This is an optimization exercise on Yosys and OpenROAD, whose aim is small area, a short achievable clock period and few clock cycles, not a production implementation.
Where RTL was checked, it was by simulation tests only, not by an equivalence proof against the original.
No activity file was given, so power comes from the tool's default toggle rates.

Design tag_value_order_message_parser, start of the top module:
module tag_value_order_message_parser #(
  parameter int unsigned INSTRUMENT_BYTES = 8
) (
  input  logic        clk_i,
  input  logic        rst_ni,
  input  logic        cfg_valid_i,
  input  logic [7:0]  cfg_field_separator_i,
  output logic        cfg_ready_o,
  input  logic        in_valid_i,
  input  logic [7:0]  in_data_byte_i,
  input  logic        in_is_last_i,
  output logic        in_ready_o,
  output logic        out_valid_o,
  input  logic        out_ready_i,
  output logic [6:0]  out_present_mask_o,
  output logic [31:0] out_order_id_o,
  output logic [31:0] out_client_id_o,
  output logic [31:0] out_side_code_o,
  output logic [31:0] out_order_quantity_o,
  output logic [31:0] out_order_kind_o,
  output logic [31:0] out_limit_price_o,
  output logic [63:0] out_instrument_text_o,
  output logic [3:0]  out_instrument_length_o,
  output logic [1:0]  out_status_o
);
  logic [7:0]  sep_q;
  logic        in_v_q;
  logic [7:0]  byte_q;
  logic [4:0]  dig_q;
  logic        last_q;
  tvo_pkg::field_t      fld_q;
  tvo_pkg::field_t      base;
  tvo_pkg::field_t      fld_d;
  logic        fresh_q;
  logic        pend_q;
  logic        emit_q;
  logic        advance;
  logic        is_sep;
  logic        is_eq;
  logic        is_digit;
  logic        is_space;
  logic        key_55;
  logic        key_num;
  logic [31:0] acc_next;
  logic        acc_ovf;
  assign cfg_ready_o = 1'b1;
  always_ff @(posedge clk_i or negedge rst_ni) begin
    if (!rst_ni) begin
      sep_q <= tvo_pkg::SEP_RESET;
    end else if (cfg_valid_i) begin
      sep_q <= cfg_field_separator_i;
    end
  end
  logic out_v_q;
  logic clr_q;
  logic rdy_q;
  assign advance    = !(pend_q && (out_v_q || clr_q));
  assign in_ready_o = rdy_q;
  ...
Settings: LEC_CHECK=0, CAP_MARGIN=20, CORE_MARGIN=2, CORE_UTILIZATION=55, CTS_BUF_LIST=sky130_fd_sc_hd__clkbuf_8, SETUP_SLACK_MARGIN=3.5, SLEW_MARGIN=20, TNS_END_PERCENT=5; clock period 6.0 ns.
standard.sh (not shown) runs the stock make flow with config.mk's settings and CLKGATE_MAP_FILE= SYNTH_SCRIPT=/design/flow/synth_recipe.tcl, a recipe that flattens the netlist after the stock synthesis.
==> flow/flow/run.sh <==
#!/bin/bash
# The standard layout, with two changes: the port buffers are buf_1 cells in place of
# the delay buffer buffer_ports picks on its own, and synthesis leaves adders to ABC
# (no full/half adder cells), which gives a faster accumulator. Each tool's output
# goes to standard.log.
set -euo pipefail
export BUFFER_PORTS_ARGS="-buffer_cell sky130_fd_sc_hd__buf_1"
export ADDER_MAP_FILE=
bash standard.sh finish > standard.log 2>&1
The starting point completed with no timing, DRC or antenna violations.
Testbench counts at the start, summed over its fixed seeds: cycles 68,502.
Change:
==> flow/flow/run.sh (replaced) <==
#!/bin/bash
# The standard layout, with the port buffers made of buf_2 cells in place of the
# delay buffer buffer_ports picks on its own. Each tool's output goes to standard.log.
set -euo pipefail
export BUFFER_PORTS_ARGS="-buffer_cell sky130_fd_sc_hd__buf_2"
bash standard.sh finish > standard.log 2>&1
- CORE_UTILIZATION: 55 -> 40
- CTS_BUF_LIST: sky130_fd_sc_hd__clkbuf_8 -> default
- cell area fell by 4.3%
- setup slack got worse by 420 ps
- non-clock buffer count fell by 21
Change:
==> flow/flow/run.sh (replaced) <==
#!/bin/bash
# The standard layout, with two changes: the port buffers are buf_2 cells in place of
# the delay buffer buffer_ports picks on its own, and synthesis leaves adders to ABC
# (no full/half adder cells), which gives a faster accumulator. Each tool's output
# goes to standard.log.
set -euo pipefail
export BUFFER_PORTS_ARGS="-buffer_cell sky130_fd_sc_hd__buf_2"
export ADDER_MAP_FILE=
bash standard.sh finish > standard.log 2>&1
Outcome: Via count rose by 10%; clock power rose by about 6%; area after synthesis rose by 7.7%; power rose by 3.6%; clock-buffer cell count stays the same; worst setup slack is better by 360 ps; worst hold slack hardly moves; register-to-register slack is better by 360 ps; sequential cell count stays the same.
Change:
--- a/flow/flow/run.sh
+++ b/flow/flow/run.sh
@@ -2 +2 @@
-# The standard layout, with two changes: the port buffers are buf_2 cells in place of
+# The standard layout, with two changes: the port buffers are buf_1 cells in place of
@@ -7 +7 @@
-export BUFFER_PORTS_ARGS="-buffer_cell sky130_fd_sc_hd__buf_2"
+export BUFFER_PORTS_ARGS="-buffer_cell sky130_fd_sc_hd__buf_1"
- CORE_UTILIZATION: 40 -> 55
- CTS_BUF_LIST: default -> sky130_fd_sc_hd__clkbuf_8
- SETUP_SLACK_MARGIN: 3.5 -> 3.0
What happened:
- area after synthesis stays the same
- design area falls by a few percent
- wire length decreases by a few percent
- worst hold slack stays flat
Change:
- SETUP_SLACK_MARGIN: 3.0 -> 2.5
Effect:
- worst setup slack degrades by 560 ps
- final cell count is lower by 0.81%
- sequential power is higher by 5.5%
- wire length is lower by 4.7%
- critical path depth stays the same
- power is lower by 4.8%
- non-clock buffer count is lower by 32
- via count is lower by 4.1%
- synthesized cell count stays the same
Change:
- SETUP_SLACK_MARGIN: 2.5 -> 2.75
=> Via count goes up by 1.1%. Critical path depth goes up by 1. Power goes up by about 1.7%. Sequential cell count stays the same. Synthesized area does not change. Synthesized cell count does not change. Design area goes up by about 1.4%. Clock-buffer cell count stays the same. Wire length goes up by 0.88%. Sequential power stays flat. Fmax goes up by 9.8%.

Another version of the RTL of tag_value_order_message_parser (not shown whole).
Size: roughly 2,200 cells after synthesis, about 380 flip-flops, ~18,000 µm² of cells after synthesis.
## tag_value_order_message_parser
module tag_value_order_message_parser #(
  parameter int unsigned INSTRUMENT_BYTES = 8
) (
  input  logic        clk_i,
  input  logic        rst_ni,
  input  logic        cfg_valid_i,
  input  logic [7:0]  cfg_field_separator_i,
  output logic        cfg_ready_o,
  input  logic        in_valid_i,
  input  logic [7:0]  in_data_byte_i,
  input  logic        in_is_last_i,
  output logic        in_ready_o,
  output logic        out_valid_o,
  input  logic        out_ready_i,
  output logic [6:0]  out_present_mask_o,
  output logic [31:0] out_order_id_o,
  output logic [31:0] out_client_id_o,
  output logic [31:0] out_side_code_o,
  output logic [31:0] out_order_quantity_o,
  output logic [31:0] out_order_kind_o,
  output logic [31:0] out_limit_price_o,
  output logic [63:0] out_instrument_text_o,
  output logic [3:0]  out_instrument_length_o,
  output logic [1:0]  out_status_o
);
  logic [7:0]  sep_q;
  logic        in_v_q;
  logic [7:0]  byte_q;
  logic [4:0]  dig_q;
  logic        neg_next;
  logic        last_q;
  tvo_pkg::field_t      fld_q;
  tvo_pkg::field_t      base;
  tvo_pkg::field_t      fld_d;
  logic        fresh_q;
  logic        pend_q;
  logic        emit_q;
  logic        advance;
  logic        is_sep;
  logic        is_eq;
  logic        is_digit;
  logic        is_space;
  logic        key_55;
  logic        key_num;
  logic [4:0]  digit_add;
  logic [31:0] acc_next;
  logic        acc_ovf;
  assign cfg_ready_o = 1'b1;
  always_ff @(posedge clk_i or negedge rst_ni) begin
    if (!rst_ni) begin
      sep_q <= tvo_pkg::SEP_RESET;
    end else if (cfg_valid_i) begin
      sep_q <= cfg_field_separator_i;
    end
  end
  logic out_v_q;
  logic clr_q;
  logic rdy_q;
  assign advance    = !(pend_q && (out_v_q || clr_q));
  assign in_ready_o = rdy_q;
  always_ff @(posedge clk_i or negedge rst_ni) begin
    if (!rst_ni) begin
      in_v_q <= 1'b0;
    end else if (advance) begin
      in_v_q <= in_valid_i;
    end
  end
  always_ff @(posedge clk_i) begin
    if (advance) begin
      byte_q <= in_data_byte_i;
      dig_q  <= {1'b0, in_data_byte_i[3:0]} + (neg_next ? 5'd9 : 5'd0);
      last_q <= in_is_last_i;
    end
  end
  ...
make LEC_CHECK=0 CAP_MARGIN=20 CORE_MARGIN=2 CORE_UTILIZATION=40 SETUP_SLACK_MARGIN=3.5 SLEW_MARGIN=20 TNS_END_PERCENT=5 finish   # period 6.0 ns
run.sh (not shown) runs the stock make flow with config.mk's settings and CLKGATE_MAP_FILE= SYNTH_SCRIPT=/design/flow/synth_recipe.tcl, a recipe that flattens the netlist after the stock synthesis.
Stock flow here: none of the scripts above is used.
Rerun with:
==> flow/flow/run.sh (new file) <==
#!/bin/bash
# The standard layout, with the port buffers made of buf_2 cells in place of the
# delay buffer buffer_ports picks on its own. Each tool's output goes to standard.log.
set -euo pipefail
export BUFFER_PORTS_ARGS="-buffer_cell sky130_fd_sc_hd__buf_2"
bash standard.sh finish > standard.log 2>&1
==> flow/standard.sh (new file) <==
#!/bin/bash
# synth_recipe.tcl (not shown) runs the flow's synth.tcl, then flattens the netlist and writes it again
# the make line also repeats each setting of config.mk as NAME=value (left out here)
make -C /OpenROAD-flow-scripts/flow DESIGN_CONFIG=/design/flow/config.mk WORK_HOME=/design/flow/orfs CLKGATE_MAP_FILE= SYNTH_SCRIPT=/design/flow/synth_recipe.tcl "${@:-finish}"
removed: flow/run.sh
- total power stays flat
- routed wire length shrinks by 2.1%
- global-route usage falls by 0.41 points
- design area is lower by 5.5%
- synthesized cell count does not change
- via count went up by 1.2%
- sequential share of layout area increases by 2.2 points
- core utilization is lower by 2.9 points
- setup slack gets better by 0.016 ns
- flip-flop and latch count is unchanged
- register-to-register slack gains 0.02 ns
Function was not checked in any run of this note: the RTL went through the layout flow alone.

== harbor ==
Another version of the RTL of tag_value_order_message_parser (not shown whole).
Size in the first run: ~2300 cells after synthesis, about 420 flip-flops, about 290 I/O pins, ~20000 um^2 of cells after synthesis.
Settings: LEC_CHECK=0, CAP_MARGIN=20, CORE_MARGIN=2, CORE_UTILIZATION=40, SETUP_SLACK_MARGIN=4.0, SLEW_MARGIN=20, TNS_END_PERCENT=5; clock period 6.0 ns.
standard.sh (not shown) runs the stock make flow with config.mk's settings and CLKGATE_MAP_FILE= SYNTH_SCRIPT=/design/flow/synth_recipe.tcl, a recipe that flattens the netlist after the stock synthesis.
==> flow/flow/run.sh <==
#!/bin/bash
# The standard layout, with two changes: the port buffers are buf_2 cells in place of
# the delay buffer buffer_ports picks on its own, and synthesis leaves adders to ABC
# (no full/half adder cells), which gives a faster accumulator. Each tool's output
# goes to standard.log.
set -euo pipefail
export BUFFER_PORTS_ARGS="-buffer_cell sky130_fd_sc_hd__buf_2"
export ADDER_MAP_FILE=
bash standard.sh finish > standard.log 2>&1
The inputs of amber differ from those of harbor as listed below.
Settings: setting CTS_BUF_LIST to sky130_fd_sc_hd__clkbuf_8 for the first time; changing CORE_UTILIZATION from 40 to 55; changing TNS_END_PERCENT from 5 to 10.
Notes after the runs:
- Cell area | amber vs harbor | amber larger
- Looking at final cycle utilization of the critical path, amber sits above harbor.
- Delta (amber minus harbor): well-tap cell count -30%, async set-or-reset flop fraction in the synthesized netlist about even, overall routing resource usage went up, growth of design area from synthesis to finish up 7.0 points.
Here is what was changed in the inputs of willow compared with amber.
Settings: CTS_BUF_LIST removed (was sky130_fd_sc_hd__clkbuf_8); TNS_END_PERCENT changed from 10 to 5; SETUP_SLACK_MARGIN changed from 4.0 to 3.5; CORE_UTILIZATION changed from 55 to 40.
Results
willow: no failed stages, no open violations at the end. Going from amber to willow, non-clock buffering overhead in the final layout decreased 5.6 points; sequential cell area barely changed; final setup skew went up; setup slack of the critical path after layout increased 0.12 ns. For the weighted congestion reported at the end of routability-driven placement, willow came in 0.0032 lower than amber did. Clock power on willow is behind amber. Delta(area used by multi-input combinational logic, willow - amber) < 0. Of amber and willow, the lower overall power of the completed layout belongs to willow. Between amber and willow, the flow reports non-clock buffer count decreasing by more than a quarter. Of amber and willow, amber shows the higher number of clock buffers in the layout, with willow below it.
Modified inputs, pepper compared to willow
Settings: CTS_BUF_LIST now sky130_fd_sc_hd__clkbuf_8, previously not set; CORE_UTILIZATION now 55, was 40.
## What came out
pepper ran to completion and came out clean on the timing, DRC and antenna checks. Instance area at placement delta for pepper relative to willow: 1.3% lower. Changes observed in pepper relative to willow: number of vias after detailed routing higher; leakage power of the design lower; final total power lower. Re final critical delay including setup and external delays: pepper is 0.077 ns up on willow. Clock network latency to the later pin of the worst-skew pair, pepper and willow: smaller value in willow. pepper vs willow: detailed-placement wirelength estimate down by a few percent. The layout-stage area growth over the synthesis result in pepper sits 2.9 points below the value recorded for willow.
No functional check of the RTL was part of any run of this note.

re-timing with driven ports:
The flow's constraints put no driver on any port. The routed layouts listed below were extracted and timed again, unchanged, in two steps.
Step 1 sets driving cells, clkbuf_16 on the clock port and buf_2 on the other inputs (assumed; they add their load-dependent delay and slew).
Step 2 times the ports against the registers' clock, not the clock port: input delays grow and output delays shrink by t, the midpoint of the rising clock arrivals with the driver on.
Three values: ideal ports, drivers, drivers and shift; two values: the first two.
| run | shift t [ns] | slack for setup (ns) | worst slew at a driven data input, ns |
|---|---|---|---|
| the first run of note 1 | 0.634 | 2.878 / 2.878 / 2.878 | 0.03 |
| the second run of note 1 | 0.623 | 2.455 / 2.455 / 2.455 | 0.03 |
| the third run of note 1 | 0.632 | 2.813 / 2.813 / 2.813 | 0.03 |
| the fourth run of note 1 | 0.658 | 2.892 / 2.892 / 2.892 | 0.04 |
| the fifth run of note 1 | 0.635 | 2.328 / 2.328 / 2.328 | 0.03 |
| the sixth run of note 1 | 0.639 | 2.656 / 2.656 / 2.656 | 0.03 |
| the first run of note 2 | 0.623 | 2.530 / 2.530 / 2.530 | 0.04 |
| the second run of note 2 | 0.613 | 2.546 / 2.546 / 2.546 | 0.04 |
| harbor | 0.643 | 3.197 / 3.197 / 3.197 | 0.04 |
| amber | 0.708 | 3.127 / 3.127 / 3.127 | 0.04 |
| willow | 0.649 | 3.249 / 3.249 / 3.249 | 0.04 |
| pepper | 0.686 | 3.171 / 3.171 / 3.171 | 0.03 |
After both steps every run listed still meets setup and hold.
